This is an optimization exercise on Yosys and OpenROAD, whose aim is a short achievable clock period and few clock cycles per item, not a production implementation. Only simulation tests tie the RTL to the original design; equivalence was not proved. Power is estimated from default activity; no workload was simulated.

Setup of v23:
==> flow/design.v (excerpt) <==
module lc4_superscalar #(
   parameter logic [15:0] p_pc_reset = 16'h8200
) (
   input  logic        gwe,
   input  logic        i_rst_n,
   input  logic [15:0] i_insn_a,
   input  logic [15:0] i_insn_b,
   input  logic [15:0] i_dmem_data,
   output logic [15:0] o_pc,
   output logic [15:0] o_dmem_addr,
   output logic        o_dmem_we,
   output logic [15:0] o_dmem_wdata,
   output logic [1:0]  o_wb_stall_a,
   output logic [1:0]  o_wb_stall_b,
   output logic [15:0] o_wb_pc_a,
   output logic [15:0] o_wb_pc_b,
   output logic        o_wb_rf_we_a,
   output logic        o_wb_rf_we_b,
   output logic [2:0]  o_wb_rf_wsel_a,
   output logic [2:0]  o_wb_rf_wsel_b,
   output logic [15:0] o_wb_rf_data_a,
   output logic [15:0] o_wb_rf_data_b,
   output logic [2:0]  o_wb_nzp_a,
   output logic [2:0]  o_wb_nzp_b
);
   localparam int W = 53;
   logic        pv, dv;                  
   logic [W+7:0] pq0, pq1;               
   logic [W-1:0] dp0, dp1;
   logic [W-1:0] da, db;                 
   logic        c_ab;                    
   logic        pc01;                    
   logic        c_bp0, c_f01, c_q1f0;
   logic [15:0] g_imm;
   logic        g_b;
   logic [W+7:0] df0, df1;
   logic [2:0]  f0_rd, f0_rs, f0_rt, f1_rd, f1_rs, f1_rt;
   logic        f0_we, f0_rsre, f0_rtre, f0_ld, f0_st, f0_cst, f0_bimm;
   logic        f1_we, f1_rsre, f1_rtre, f1_ld, f1_st, f1_cst, f1_bimm;
   logic [4:0]  f0_op, f1_op;
   logic [15:0] f0_imm, f1_imm;
   logic [7:0]  f0_rm, f0_wm, f1_rm, f1_wm, f0_am, f1_am;
   lc4_decoder u_dec0 (
      .i_insn(i_insn_a), .o_rd(f0_rd), .o_rs(f0_rs), .o_rt(f0_rt), .o_we(f0_we),
      .o_rs_re(f0_rsre), .o_rt_re(f0_rtre), .o_is_load(f0_ld), .o_is_store(f0_st),
      .o_is_const(f0_cst), .o_op(f0_op), .o_b_imm(f0_bimm), .o_imm(f0_imm), .o_rmask(f0_rm),
      .o_amask(f0_am), .o_wmask(f0_wm)
   );
  ...
Size in the first run: ~4,900 cells after synthesis, ~770 flip-flops, about 180 I/O pins.
clock: 6.5 ns
lec_check: 0
abc_clock_period_in_ps: 2000
cap_margin: 20
core_margin: 2
core_utilization: 40
gpl_routability_driven: 0
setup_slack_margin: 4.3
slew_margin: 20
run.sh (not shown) runs the stock make flow with config.mk's settings and CLKGATE_MAP_FILE= SYNTH_SCRIPT=/design/flow/synth_recipe.tcl, a recipe that flattens the netlist after the stock synthesis.
Testbench counts of v23, summed over its fixed seeds: cycles 9,397, items 16,000.
> inputs changed (v23 -> v32)
# v23
export LEC_CHECK = 0
export ABC_CLOCK_PERIOD_IN_PS = 2000
export CAP_MARGIN = 20
export CORE_MARGIN = 2
export CORE_UTILIZATION = 40
export GPL_ROUTABILITY_DRIVEN = 0
export SETUP_SLACK_MARGIN = 4.3
export SLEW_MARGIN = 20
create_clock -name core_clock -period 6.5 [get_ports {gwe}]
# v32
export LEC_CHECK = 0
export ABC_CLOCK_PERIOD_IN_PS = 2000
export CAP_MARGIN = 20
export CELL_PAD_IN_SITES_DETAIL_PLACEMENT = 0
export CELL_PAD_IN_SITES_GLOBAL_PLACEMENT = 0
export CORE_MARGIN = 2
export CORE_UTILIZATION = 40
export PLACE_DENSITY = 0.75
export SETUP_SLACK_MARGIN = 4.0
export SLEW_MARGIN = 20
create_clock -name core_clock -period 6.5 [get_ports {gwe}]
==> results.txt <==
- Taking v23 as the reference, in v32 global-route usage decreased by 0.63 points relative to the old numbers, register area moved down, total length of routed wires went down by about 2.4%.
- The total cell area at the placement stage number comes out higher for v23 vs v32.
- Achievable frequency (v32 vs. v23) increases slightly
- NOTE: global routing usage on met3 in v32 exceeds that of v23
- In the flow results for v32 and v23, the minimum clock period after layout is larger on v23.
- v32 consumes less power than v23 does.
- Setup slack: lower on v23
> inputs changed (v32 -> v55)
# v32
export LEC_CHECK = 0
export ABC_CLOCK_PERIOD_IN_PS = 2000
export CAP_MARGIN = 20
export CELL_PAD_IN_SITES_DETAIL_PLACEMENT = 0
export CELL_PAD_IN_SITES_GLOBAL_PLACEMENT = 0
export CORE_MARGIN = 2
export CORE_UTILIZATION = 40
export PLACE_DENSITY = 0.75
export SETUP_SLACK_MARGIN = 4.0
export SLEW_MARGIN = 20
create_clock -name core_clock -period 6.5 [get_ports {gwe}]
# v55
export LEC_CHECK = 0
export ABC_CLOCK_PERIOD_IN_PS = 2000
export CAP_MARGIN = 20
export CORE_MARGIN = 2
export CORE_UTILIZATION = 40
export SETUP_SLACK_MARGIN = 4.0
export SLEW_MARGIN = 20
create_clock -name core_clock -period 6.5 [get_ports {gwe}]
[summary]
- NOTE: global router's overall resource usage in v55 exceeds that of v32
- Non-clock buffer count delta for v55 relative to v32: about 5.4% higher
- Comparing v55 with v32, the clock latency of the later-clocked register in the worst-skew pair came out essentially unchanged.
- Looking at worst clock skew, v55 sits 0.023 ns lower than v32 does.
- Design area, v32 and v55: higher on v55
- v55 and v32 ended up with roughly the same fraction of the cycle the final worst path needs.
- Delta (v55 minus v32): minimum period implied by the final worst setup slack about even, total area of multi-input combinational cells rose about 0.8%, setup slack about even.
- The run with more routed wire is v55, not v32.

-- afterwards: timing with drivers on the ports --
The results above use ideal ports. As a check the final layouts listed here were re-extracted and re-timed, cells and wires unchanged. Step 1 sets driving cells, clkbuf_16 on the clock port and buf_2 on the other inputs (assumed; they add their load-dependent delay and slew). Step 2, shift: input delay + t, output delay - t, t = (earliest + latest rising clock arrival at the registers) / 2. This alone moves slack from input paths to output paths. Three values: ideal ports, drivers, drivers and shift; two values: the first two.
| run | shift t [ns] | slack for setup (ns) | hold slack, ns | worst register clock-pin slew, ns |
|---|---|---|---|---|
| v23 | 0.754 | 3.522 / 3.522 / 2.798 | 0.342 / 0.342 / 0.342 | 0.06 / 0.06 |
| v32 | 0.748 | 3.567 / 3.567 / 2.866 | 0.336 / 0.336 / 0.336 | 0.07 / 0.07 |
| v55 | 0.749 | 3.566 / 3.566 / 2.867 | 0.341 / 0.341 / 0.341 | 0.07 / 0.07 |
After both steps setup and hold are still met in every run listed. For v23, which loses most, drivers alone change the setup slack by 0.000 ns; drivers and shift together by -0.724 ns.
